Source: an optimization exercise on an open RTL-to-GDS flow (aim: small area). Production flows keep margins and buffers that such runs may drop. Where RTL was checked, it was by simulation tests only, not by an equivalence proof against the original. Power is estimated from default activity; no workload was simulated.

## fetch_queue
module fetch_queue
#(
  parameter int unsigned DATA_W  = DEF_DATA_W,
  parameter int unsigned DEPTH   = DEF_DEPTH,
  parameter int unsigned FETCH_W = DEF_FETCH_W,
  parameter int unsigned ISSUE_W = DEF_ISSUE_W
) (
  input  logic                      CLK,
  input  logic                      RESET,
  input  logic                      FREEZE,
  input  logic                      flush,
  input  logic [FETCH_W-1:0]        fq_in_valid,
  input  logic [FETCH_W*DATA_W-1:0] fq_in_instr,
  input  logic [FETCH_W*DATA_W-1:0] fq_in_pc,
  output logic                      fq_in_ready,
  output logic [ISSUE_W-1:0]        fq_out_valid,
  output logic [ISSUE_W*DATA_W-1:0] fq_out_instr,
  output logic [ISSUE_W*DATA_W-1:0] fq_out_pc,
  input  logic [$clog2(ISSUE_W + 1)-1:0] fq_out_take,
  output logic [$clog2(DEPTH + 1)-1:0]   fq_count
);
==> flow/config.mk <==
export PLATFORM = sky130hd
export DESIGN_NAME = fetch_queue
export DESIGN_NICKNAME = fetch_queue
export VERILOG_FILES = /design/flow/design.v
export SDC_FILE = /design/flow/constraint.sdc
export NUM_CORES = 4
export LEC_CHECK = 0
export CAP_MARGIN = 0
export CORE_MARGIN = 2
export CORE_UTILIZATION = 40
export SLEW_MARGIN = 0
export SYNTH_HIERARCHICAL = 1
export SYNTH_MINIMUM_KEEP_SIZE = 0
==> flow/constraint.sdc <==
create_clock -name core_clock -period 5.0 [get_ports {CLK}]
set_input_delay 1.0000 -clock core_clock [delete_from_list [all_inputs] [get_ports {CLK}]]
set_output_delay 1.0000 -clock core_clock [all_outputs]
set_load 0.01 [all_outputs]
standard.sh (not shown) runs the stock make flow with config.mk's settings and CLKGATE_MAP_FILE= SYNTH_SCRIPT=/design/flow/synth_recipe.tcl, a recipe that flattens the netlist after the stock synthesis.
==> flow/flow/run.sh <==
#!/bin/bash
# Standard layout (the standard.sh) with these changes:
#  - buffers that synthesis (ABC) put on high-fanout nets are removed at
#    floorplan, and repair_design rebuffers those nets;
#  - every input and output port gets the smallest buffer, buf_1;
#  - clock tree: clkbuf_8 only, small sink clusters, no dummy loads.
export REMOVE_ABC_BUFFERS=1
export BUFFER_PORTS_ARGS="-buffer_cell sky130_fd_sc_hd__buf_1"
export CTS_ARGS="-sink_clustering_enable -repair_clock_nets -dont_use_dummy_load -buf_list sky130_fd_sc_hd__clkbuf_8 -sink_clustering_size 18 -sink_clustering_max_diameter 70"
bash standard.sh > standard.log 2>&1
The starting point passed the timing, design-rule and antenna checks.
Then changed:
--- a/flow/flow/run.sh
+++ b/flow/flow/run.sh
@@ -9 +9 @@
-export CTS_ARGS="-sink_clustering_enable -repair_clock_nets -dont_use_dummy_load -buf_list sky130_fd_sc_hd__clkbuf_8 -sink_clustering_size 18 -sink_clustering_max_diameter 70"
+export CTS_ARGS="-sink_clustering_enable -repair_clock_nets -dont_use_dummy_load -buf_list sky130_fd_sc_hd__clkbuf_8 -sink_clustering_size 16 -sink_clustering_max_diameter 50"
Non-clock buffer count stays the same.
Register-to-register slack stays flat.
Clock-buffer cell count came out higher by 14.
Final cell count came out higher by 0.48%.
Synthesized cell count does not change.
Fmax hardly moves.
Via count came out higher by 0.51%.
Core utilization came out higher by 0.35 points.
Die area is unchanged.
Setup slack gets worse by 11 ps.
No functional check of the RTL was part of any run of this note.

* * *

== run 1 ==
Another version of the RTL of fetch_queue (not shown whole).
For scale: about 520 flip-flops, about 22000 µm² of cells after synthesis.
clock: 5.0 ns
lec_check: 0
cap_margin: 20
core_margin: 2
core_utilization: 60
cts_buf_list: sky130_fd_sc_hd__clkbuf_8
slew_margin: 20
==> flow/flow/run.sh <==
#!/bin/bash
export BUFFER_PORTS_ARGS="-buffer_cell sky130_fd_sc_hd__buf_1"
bash standard.sh > standard.log 2>&1
Having completed the whole flow, run 1 delivered a layout that passed the timing, design-rule and antenna checks.
diff inputs: run 1 => run 2
Settings: CAP_MARGIN: 20 -> 0; SLEW_MARGIN: 20 -> 0; CTS_BUF_LIST: sky130_fd_sc_hd__clkbuf_8 -> unset; CORE_UTILIZATION: 60 -> 40.
diff --git a/flow/flow/run.sh b/flow/flow/run.sh
--- a/flow/flow/run.sh
+++ b/flow/flow/run.sh
@@ -2,0 +3 @@
+export CTS_ARGS="-sink_clustering_enable -repair_clock_nets -dont_use_dummy_load -buf_list sky130_fd_sc_hd__clkbuf_4"
## What came out
Taking run 2 over run 1, the total power consumption of the routed design ratio works out to 0.946.
Run 2 falls short of run 1 in total die area.
Looking at number of cell rows, run 2 sits above run 1.
On number of DRC markers in iteration 0: between run 1 and run 2, it ends up higher for run 1.
Relative to run 1, cell area after layout has decreased by about 0.53% in run 2.
Core utilization: run 2 lower than run 1
Across run 1 and run 2, none had a timing, DRC or antenna violation.
As of run 2, non-filler instance count after layout had risen by more than 10% compared to run 1.
Relative to run 1, share of the clock period used by the worst path increased by 0.88 points in run 2.
diff inputs: run 2 => run 3
Settings: changing SLEW_MARGIN from 0 to 20; changing CAP_MARGIN from 0 to 20.
==> flow/flow/run.sh <==
#!/bin/bash
# Standard layout, but with the smallest buffer on every input and output port.
cp standard.sh standard_sh_copy.log
export BUFFER_PORTS_ARGS="-buffer_cell sky130_fd_sc_hd__buf_1"
bash standard.sh > standard.log 2>&1
--- outcome ---
- Cell count: run 3 lower than run 2
- Summary of the comparison: routed length on met1 is higher in run 3, relative to run 2.
- Total detailed-routing wirelength shrinks slightly when moving from run 2 to run 3.
- Comparing run 2 with run 3, the tap cell count came out essentially unchanged.
- Die outline area came out exactly the same in run 3 and run 2.
- In the tables for run 3 and run 2, combinational group share of total power reads lower with run 3.
- Delta (run 3 minus run 2): first-pass GRT wire length fell by 0.57%, headroom to the max-slew limit fell by 1.1 points.
- As far as flop and latch count out of synthesis goes, run 3 and run 2 are indistinguishable; the numbers are identical.
- Number of different library cells in the post-synthesis netlist came out exactly the same in run 3 and run 2.
For run 4, these inputs were changed with respect to run 3:
==> flow/run.sh (new file) <==
#!/bin/bash
# synth_recipe.tcl (not shown) runs the flow's synth.tcl, then flattens the netlist and writes it again
# the make line also repeats each setting of config.mk as NAME=value (left out here)
make -C /OpenROAD-flow-scripts/flow DESIGN_CONFIG=/design/flow/config.mk WORK_HOME=/design/flow/orfs CLKGATE_MAP_FILE= SYNTH_SCRIPT=/design/flow/synth_recipe.tcl finish
removed: flow/flow/run.sh
removed: flow/standard.sh
--- outcome ---
STATUS post-route cell area: run 4 loses against run 3
Measured against run 4, the cell area after placement of run 3 comes out at 0.933 times the reference value.
Summary of run 4 over run 3: HPWL reported at the end of detailed placement grew by 0.85%; sequential power closely matched the old numbers; wire length now sits higher; clock network contribution to total cell area has remained practically unchanged.
The worst hold slack across all endpoints reported for run 4 is greater than that of run 3 by 0.31 ns.

* * *

fetch_queue, a different RTL version from the one above (not shown whole).
For scale: ~2,000 cells after synthesis, roughly 520 flip-flops, about 270 I/O pins, roughly 0.022 mm² of cells after synthesis.
export LEC_CHECK = 0
export CAP_MARGIN = 0
export CORE_MARGIN = 2
export CORE_UTILIZATION = 75
export SLEW_MARGIN = 0
export SYNTH_HIERARCHICAL = 1
export SYNTH_MINIMUM_KEEP_SIZE = 0
create_clock -name core_clock -period 5.0 [get_ports {CLK}]
==> flow/flow/run.sh <==
#!/bin/bash
# Standard layout (the standard.sh, synthesis unchanged) with these changes:
#  - buffers that synthesis (ABC) put on high-fanout nets are removed at
#    floorplan, and repair_design rebuffers those nets;
#  - every input and output port gets the smallest buffer, buf_1;
#  - clock tree: clkbuf_8 only, sink clusters of at most 16 within 70 um,
#    no dummy loads.
# All of make's output goes to standard.log; ORFS keeps each step's log
# under orfs/logs/.
export REMOVE_ABC_BUFFERS=1
export BUFFER_PORTS_ARGS="-buffer_cell sky130_fd_sc_hd__buf_1"
export CTS_ARGS="-sink_clustering_enable -repair_clock_nets -dont_use_dummy_load -buf_list sky130_fd_sc_hd__clkbuf_4 -sink_clustering_size 10 -sink_clustering_max_diameter 50"
bash standard.sh > standard.log 2>&1
==> next run, changes <==
--- a/flow/flow/run.sh
+++ b/flow/flow/run.sh
@@ -5,3 +5,3 @@
 #  - every input and output port gets the smallest buffer, buf_1;
-#  - clock tree: clkbuf_8 only, sink clusters of at most 16 within 70 um,
+#  - clock tree: clkbuf_4 only, sink clusters of at most 10 within 50 um,
 #    no dummy loads.
=>
- via count stays the same
- fmax is unchanged
- combinational power barely changes
- sequential power hardly moves
- worst hold slack stays the same
- routed wire length stays the same
- non-clock buffer count stays the same
- global-route usage is unchanged
- final area does not change
==> next run, changes <==
Settings changed: CORE_UTILIZATION 75 to 82.
Outcome:
- clock-buffer cell count does not change
- power grows slightly
- combinational power hardly moves
- non-clock buffer count went up by 2
==> next run, changes <==
==> flow/flow/run.sh (replaced) <==
#!/bin/bash
# Standard layout (the standard.sh, synthesis unchanged) with these changes:
#  - buffers that synthesis (ABC) put on high-fanout nets are removed at
#    floorplan, and repair_design rebuffers those nets;
#  - every input and output port gets the smallest buffer, buf_1;
#  - clock tree: clkbuf_8 only, sink clusters of at most 16 within 70 um,
#    no dummy loads.
# All of make's output goes to standard.log; ORFS keeps each step's log
# under orfs/logs/.
export REMOVE_ABC_BUFFERS=1
export BUFFER_PORTS_ARGS="-buffer_cell sky130_fd_sc_hd__buf_1"
export CTS_ARGS="-sink_clustering_enable -repair_clock_nets -dont_use_dummy_load -buf_list {sky130_fd_sc_hd__clkbuf_4 sky130_fd_sc_hd__clkbuf_8} -sink_clustering_size 12 -sink_clustering_max_diameter 60"
bash standard.sh > standard.log 2>&1
Settings changed: CORE_UTILIZATION 82 to 75.
Core utilization drops by 6.5 points.
Area after synthesis does not change.
Cell area increases by 1.4%.
Clock-buffer cell count came out lower by 9.
Power goes up by 1.9%.
Sequential share of layout area is lower by 0.64 points.
Setup slack loses 0.058 ns.
Routed wire length fell by 0.69%.

* * *

alpha:
The RTL this note starts from:
==> flow/design.v <==
package fetch_pkg;
  localparam int unsigned DEF_DATA_W  = 32;
  localparam int unsigned DEF_DEPTH   = 8;
  localparam int unsigned DEF_FETCH_W = 2;
  localparam int unsigned DEF_ISSUE_W = 2;
  localparam logic [DEF_DATA_W-1:0] NOP = '0;
endpackage
import fetch_pkg::*;
module fetch_queue_rotate
#(
  parameter int unsigned DATA_W = DEF_DATA_W
) (
  input  logic [3:0][2*DATA_W-1:0] i_bank0,
  input  logic [3:0][2*DATA_W-1:0] i_bank1,
  input  logic [2:0]               i_head,
  input  logic [3:0]               i_count,
  output logic [1:0]               o_valid,
  output logic [2*DATA_W-1:0]      o_instr,
  output logic [2*DATA_W-1:0]      o_pc
);
  localparam int unsigned W = 2 * DATA_W;
  logic [1:0] w_row0, w_row1;
  logic [3:0] w_sel0, w_sel1;
  assign w_row1 = i_head[2:1];
  assign w_row0 = i_head[2:1] + {1'b0, i_head[0]};
  always_comb begin
    for (int r = 0; r < 4; r++) begin
      w_sel0[r] = (w_row0 == 2'(r));
      w_sel1[r] = (w_row1 == 2'(r));
    end
  end
  logic [W-1:0] w_nb0, w_nb1, w_l0, w_l1;
  fetch_queue_rowsel #(.W(W)) u_rs0 (.i_d(i_bank0), .i_sel(w_sel0), .o_y(w_nb0));
  fetch_queue_rowsel #(.W(W)) u_rs1 (.i_d(i_bank1), .i_sel(w_sel1), .o_y(w_nb1));
  assign o_valid[0] = (i_count != 4'd0);
  assign o_valid[1] = (i_count > 4'd1);
  fetch_queue_lane #(.W(W)) u_l0 (.i_nb0(w_nb0), .i_nb1(w_nb1),
    .i_e(o_valid[0] & ~i_head[0]), .i_o(o_valid[0] & i_head[0]), .o_y(w_l0));
  fetch_queue_lane #(.W(W)) u_l1 (.i_nb0(w_nb0), .i_nb1(w_nb1),
    .i_e(o_valid[1] & i_head[0]), .i_o(o_valid[1] & ~i_head[0]), .o_y(w_l1));
  assign o_instr = {w_l1[DATA_W-1:0], w_l0[DATA_W-1:0]};
  assign o_pc    = {w_l1[W-1:DATA_W], w_l0[W-1:DATA_W]};
endmodule
module fetch_queue_rowsel
#(
  parameter int unsigned W = 64
) (
  input  logic [3:0][W-1:0] i_d,
  input  logic [3:0]        i_sel,
  output logic [W-1:0]      o_y
);
  logic [W-1:0] w_n012, w_n3;
  fetch_queue_nor3sel #(.W(W)) u_n012 (.i_d(i_d[2:0]), .i_sel(i_sel[2:0]), .o_n(w_n012));
  fetch_queue_nand    #(.W(W)) u_n3   (.i_a(i_d[3]), .i_b({W{i_sel[3]}}), .o_n(w_n3));
  fetch_queue_nand    #(.W(W)) u_y    (.i_a(w_n012), .i_b(w_n3), .o_n(o_y));
endmodule
module fetch_queue_nor3sel
#(
  parameter int unsigned W = 64
) (
  input  logic [2:0][W-1:0] i_d,
  input  logic [2:0]        i_sel,
  output logic [W-1:0]      o_n
);
  assign o_n = ~((i_d[0] & {W{i_sel[0]}}) | (i_d[1] & {W{i_sel[1]}}) | (i_d[2] & {W{i_sel[2]}}));
endmodule
module fetch_queue_nand
#(
  parameter int unsigned W = 64
) (
  input  logic [W-1:0] i_a,
  input  logic [W-1:0] i_b,
  output logic [W-1:0] o_n
);
  assign o_n = ~(i_a & i_b);
endmodule
module fetch_queue_lane
#(
  parameter int unsigned W = 64
) (
  input  logic [W-1:0] i_nb0,
  input  logic [W-1:0] i_nb1,
  input  logic         i_e,      
  input  logic         i_o,      
  output logic [W-1:0] o_y
);
  assign o_y = (~i_nb0 & {W{i_e}}) | (~i_nb1 & {W{i_o}});
endmodule
import fetch_pkg::*;
module fetch_queue
#(
  parameter int unsigned DATA_W  = DEF_DATA_W,
  parameter int unsigned DEPTH   = DEF_DEPTH,
  parameter int unsigned FETCH_W = DEF_FETCH_W,
  parameter int unsigned ISSUE_W = DEF_ISSUE_W
) (
  input  logic                      CLK,
  input  logic                      RESET,
  input  logic                      FREEZE,
  input  logic                      flush,
  input  logic [FETCH_W-1:0]        fq_in_valid,
  input  logic [FETCH_W*DATA_W-1:0] fq_in_instr,
  input  logic [FETCH_W*DATA_W-1:0] fq_in_pc,
  output logic                      fq_in_ready,
  output logic [ISSUE_W-1:0]        fq_out_valid,
  output logic [ISSUE_W*DATA_W-1:0] fq_out_instr,
  output logic [ISSUE_W*DATA_W-1:0] fq_out_pc,
  input  logic [$clog2(ISSUE_W + 1)-1:0] fq_out_take,
  output logic [$clog2(DEPTH + 1)-1:0]   fq_count
);
  localparam int unsigned W = 2 * DATA_W;    
  logic [3:0][W-1:0] r_bank0;    
  logic [3:0][W-1:0] r_bank1;    
  logic [2:0]        r_head;
  logic [3:0]        r_count;
  logic              r_todd;     
  logic              r_teven;    
  logic       w_ready;
  logic       w_push1, w_push2;    
  logic       w_pop1,  w_pop2;     
  logic [1:0] w_push_n, w_pop_n;
  assign w_ready  = RESET & ~FREEZE & ~flush & ~(r_count[3] | (&r_count[2:0]));
  assign w_push1  = w_ready & fq_in_valid[0];
  assign w_push2  = w_push1 & fq_in_valid[1];
  assign w_push_n = {w_push2, w_push1 & ~w_push2};
  assign w_pop2  = fq_out_take[1] & (r_count > 4'd1);
  assign w_pop1  = ~w_pop2 & (fq_out_take != 2'd0) & (r_count != 4'd0);
  assign w_pop_n = {w_pop2, w_pop1};
  always_ff @(posedge CLK or negedge RESET) begin
    if (!RESET) begin
      r_head  <= '0;
      r_count <= '0;
      r_todd  <= 1'b0;
      r_teven <= 1'b1;
    end else if (flush) begin
      r_head  <= '0;
      r_count <= '0;
      r_todd  <= 1'b0;
      r_teven <= 1'b1;
    end else if (!FREEZE) begin
      r_head  <= r_head + {1'b0, w_pop_n};
      r_todd  <= r_todd  ^ w_push_n[0];
      r_teven <= r_teven ^ w_push_n[0];
      r_count <= r_count + {2'b0, w_push_n} - {2'b0, w_pop_n};
    end
  end
  logic [2:0] w_tail, w_tail1;
  assign w_tail  = {r_head[2:1] + r_count[2:1] + {1'b0, r_head[0] & r_count[0]}, r_todd};
  assign w_tail1 = w_tail + 3'd1;
  logic [W-1:0] w_in0, w_in1, w_bus0, w_bus1;
  assign w_in0 = {fq_in_pc[DATA_W-1:0],        fq_in_instr[DATA_W-1:0]};
  assign w_in1 = {fq_in_pc[2*DATA_W-1:DATA_W], fq_in_instr[2*DATA_W-1:DATA_W]};
  assign w_bus0 = ~((w_in0 & {W{r_teven}}) | (w_in1 & {W{r_todd}}));
  assign w_bus1 = ~((w_in1 & {W{r_teven}}) | (w_in0 & {W{r_todd}}));
  logic [7:0] w_we;
  always_comb begin
    for (int p = 0; p < 8; p++)
      w_we[p] = (w_push1 & (w_tail == 3'(p))) | (w_push2 & (w_tail1 == 3'(p)));
  end
  logic [7:0]        w_hold;
  logic [3:0][W-1:0] w_d0, w_d1;
  assign w_hold = ~w_we;
  for (genvar r = 0; r < 4; r++) begin : g_row
    fetch_queue_load #(.W(W)) u_ld0 (.i_bus(w_bus0), .i_q(r_bank0[r]),
      .i_load(w_we[2*r]),   .i_hold(w_hold[2*r]),   .o_d(w_d0[r]));
    fetch_queue_load #(.W(W)) u_ld1 (.i_bus(w_bus1), .i_q(r_bank1[r]),
      .i_load(w_we[2*r+1]), .i_hold(w_hold[2*r+1]), .o_d(w_d1[r]));
  end
  always_ff @(posedge CLK) begin
    r_bank0 <= w_d0;
    r_bank1 <= w_d1;
  end
  fetch_queue_rotate #(
    .DATA_W  (DATA_W)
  ) u_rotate (
    .i_bank0 (r_bank0),
    .i_bank1 (r_bank1),
    .i_head  (r_head),
    .i_count (r_count),
    .o_valid (fq_out_valid),
    .o_instr (fq_out_instr),
    .o_pc    (fq_out_pc)
  );
  assign fq_in_ready = w_ready;
  assign fq_count    = r_count;
endmodule
module fetch_queue_load
#(
  parameter int unsigned W = 64
) (
  input  logic [W-1:0] i_bus,
  input  logic [W-1:0] i_q,
  input  logic         i_load,
  input  logic         i_hold,    
  output logic [W-1:0] o_d
);
  assign o_d = (i_bus & {W{i_load}}) | (i_q & {W{i_hold}});
endmodule
export LEC_CHECK = 0
export CAP_MARGIN = 0
export CORE_MARGIN = 2
export CORE_UTILIZATION = 60
export SLEW_MARGIN = 0
export SYNTH_HIERARCHICAL = 1
export SYNTH_MINIMUM_KEEP_SIZE = 0
create_clock -name core_clock -period 5.0 [get_ports {CLK}]
==> flow/flow/run.sh <==
#!/bin/bash
# Standard layout (the standard.sh) with these changes:
#  - buffers that synthesis (ABC) put on high-fanout nets are removed at
#    floorplan, and repair_design rebuffers those nets;
#  - every input and output port gets the smallest buffer, buf_1;
#  - clock tree: clkbuf_8 only, small sink clusters, no dummy loads.
export REMOVE_ABC_BUFFERS=1
export BUFFER_PORTS_ARGS="-buffer_cell sky130_fd_sc_hd__buf_1"
export CTS_ARGS="-sink_clustering_enable -repair_clock_nets -dont_use_dummy_load -buf_list sky130_fd_sc_hd__clkbuf_8 -sink_clustering_size 18 -sink_clustering_max_diameter 80"
bash standard.sh > standard.log 2>&1
What beta does differently from alpha at the input level:
- CORE_UTILIZATION: 60 -> 75
-- flow/flow/run.sh --
<<< alpha, line 7
export REMOVE_ABC_BUFFERS=1
export BUFFER_PORTS_ARGS="-buffer_cell sky130_fd_sc_hd__buf_1"
export CTS_ARGS="-sink_clustering_enable -repair_clock_nets -dont_use_dummy_load -buf_list sky130_fd_sc_hd__clkbuf_8 -sink_clustering_size 18 -sink_clustering_max_diameter 80"
bash standard.sh > standard.log 2>&1
>>> beta, line 7
export REMOVE_ABC_BUFFERS=1
export BUFFER_PORTS_ARGS="-buffer_cell sky130_fd_sc_hd__buf_1"
export CTS_ARGS="-sink_clustering_enable -repair_clock_nets -dont_use_dummy_load -buf_list sky130_fd_sc_hd__clkbuf_8 -sink_clustering_size 16 -sink_clustering_max_diameter 70"
bash standard.sh > standard.log 2>&1
Results
beta completed; timing, DRC and antenna clean. Looking only at via count, and setting everything else aside, the lower value of alpha and beta goes to alpha. The non-clock buffer count reported for beta is smaller than that of alpha by 5. Relative to alpha, maximum clock skew at final layout decreased by 35 ps in beta. Of the two values seen for power group with the largest share, combinational cells was produced by alpha and sequential cells by beta. Compared with alpha, in beta leakage component of the power saw little to no change; DRC marker count from the first detailed-route iteration has increased; top fanout value on the critical path rose 21%; maximum frequency moved up.
Edits applied to the flow inputs when going from beta to gamma:
- setting GPL_TIMING_DRIVEN to 0 for the first time
- setting GPL_ROUTABILITY_DRIVEN to 0 for the first time
- changing CORE_UTILIZATION from 75 to 60
-- flow/flow/run.sh --
<<< beta, line 7
export REMOVE_ABC_BUFFERS=1
export BUFFER_PORTS_ARGS="-buffer_cell sky130_fd_sc_hd__buf_1"
export CTS_ARGS="-sink_clustering_enable -repair_clock_nets -dont_use_dummy_load -buf_list sky130_fd_sc_hd__clkbuf_8 -sink_clustering_size 16 -sink_clustering_max_diameter 70"
bash standard.sh > standard.log 2>&1
>>> gamma, line 7
export REMOVE_ABC_BUFFERS=1
export BUFFER_PORTS_ARGS="-buffer_cell sky130_fd_sc_hd__buf_1"
export CTS_ARGS="-sink_clustering_enable -repair_clock_nets -dont_use_dummy_load -buf_list sky130_fd_sc_hd__clkbuf_16 -sink_clustering_size 30 -sink_clustering_max_diameter 100"
bash standard.sh > standard.log 2>&1
[summary]
Per the comparison of gamma with beta, minimum setup slack after placement -170 ps, initial antenna violation count now larger, number of gates on the worst path with buffers counted saw an increase, power attributed to the clock group went up by about 3%. gamma: area occupied by multi-input gates 0.59% above beta. gamma gives less utilization than beta did. Timing, DRC, antenna: 0 failures across beta and gamma.
> inputs changed (gamma -> delta)
- GPL_TIMING_DRIVEN no longer set, was 0
- GPL_ROUTABILITY_DRIVEN no longer set, was 0
Results
- Changes observed in delta relative to gamma: net load switching power decreased by 2.0% relative to the old numbers; share of final layout cell area taken by clock buffers and inverters closely matched the old numbers.
- Diff gamma -> delta | worst ir drop on vdd | decrease of 47%
- Compared with gamma, in delta fraction of the core area covered by cells at the end of the flow shrank by 1.2 points; non-filler instance count after layout grew by about 0.35%; total power of the final layout shrank by about 1.3%; post-detailed-route DRC marker count held steady; combinational fraction of design power shrank by 0.8 points.
- Logic depth of the worst register-to-register path: gamma and delta compared, higher one is delta
- Clock group total power: gamma vs delta, no meaningful difference
[inputs] epsilon vs delta
-- flow/flow/run.sh --
<<< delta, line 7
export REMOVE_ABC_BUFFERS=1
export BUFFER_PORTS_ARGS="-buffer_cell sky130_fd_sc_hd__buf_1"
export CTS_ARGS="-sink_clustering_enable -repair_clock_nets -dont_use_dummy_load -buf_list sky130_fd_sc_hd__clkbuf_16 -sink_clustering_size 30 -sink_clustering_max_diameter 100"
bash standard.sh > standard.log 2>&1
>>> epsilon, line 7
export REMOVE_ABC_BUFFERS=1
export BUFFER_PORTS_ARGS="-buffer_cell sky130_fd_sc_hd__buf_1"
export CTS_ARGS="-sink_clustering_enable -repair_clock_nets -dont_use_dummy_load -buf_list sky130_fd_sc_hd__clkbuf_8 -sink_clustering_size 16 -sink_clustering_max_diameter 60"
bash standard.sh > standard.log 2>&1
Results
The internal cell power of epsilon was superior to that of delta. Changes observed in epsilon relative to delta: part of the cycle the worst path needs went up 0.59 points, starting utilization of the core area was more or less identical, fraction of met3 tracks used by global routing saw an increase, post-layout instance count excluding filler cells climbed about 0.7%, proportion of layout cells with a drive suffix above 1 has increased. [compare] base=delta new=epsilon: setup slack moved down; maximum frequency from static timing analysis fell 1.6 MHz; area growth from synthesis to layout now sits at about the same level; maximum fanout along the worst path closely matched the old numbers; design area saw little to no change.

-- port drivers added, routing unchanged --
Ports are ideal in the flow. The routed layouts listed here were re-timed in OpenROAD. Step 1 (the two cells are an assumption about what drives the block):
set clk [get_ports {CLK}]
set_driving_cell -lib_cell sky130_fd_sc_hd__clkbuf_16 $clk
set_driving_cell -lib_cell sky130_fd_sc_hd__buf_2 [delete_from_list [all_inputs] $clk]
Step 2 moves the port delays by t, midway between the first and last clock arrival at a register: inputs arrive t later, outputs are due t later. That takes back most of the time a late clock gives input paths. Three values: ideal, step 1, step 2; two values: the first two.
run	t, ns	setup WS [ns]	worst hold slack (ns)	worst setup path after step 2
the first run of note 1	0.658	0.713 / 0.654 / 1.013	0.274 / 0.238 / 0.473	input to register
the second run of note 1	0.690	0.702 / 0.645 / 0.982	0.296 / 0.261 / 0.469	input to register
run 1	0.669	0.533 / 0.482 / 0.929	0.273 / 0.244 / 0.665	input to register
run 2	0.933	0.489 / 0.439 / 0.445	0.483 / 0.456 / 0.665	input to register
run 3	0.640	0.803 / 0.749 / 0.934	0.344 / 0.319 / 0.664	input to register
run 4	0.637	0.423 / 0.368 / 0.714	0.658 / 0.658 / 0.658	input to register
the first run of note 3	0.793	0.418 / 0.364 / 0.888	0.157 / 0.133 / 0.479	input to register
the second run of note 3	0.793	0.418 / 0.364 / 0.888	0.157 / 0.133 / 0.479	input to register
the third run of note 3	0.771	0.386 / 0.339 / 1.093	0.137 / 0.121 / 0.480	input to register
the fourth run of note 3	0.627	0.328 / 0.277 / 0.889	0.311 / 0.288 / 0.476	input to register
alpha	0.639	0.590 / 0.536 / 1.081	0.311 / 0.278 / 0.482	register to register
beta	0.625	0.606 / 0.551 / 1.139	0.318 / 0.287 / 0.476	input to register
gamma	0.587	0.653 / 0.596 / 1.088	0.399 / 0.368 / 0.476	input to register
delta	0.597	0.702 / 0.643 / 1.063	0.380 / 0.345 / 0.474	register to register
epsilon	0.629	0.673 / 0.617 / 1.079	0.356 / 0.323 / 0.477	register to register
After both steps every run listed still meets setup and hold. For run 2, which loses most, drivers alone change the setup slack by -0.050 ns; drivers and shift together by -0.044 ns.
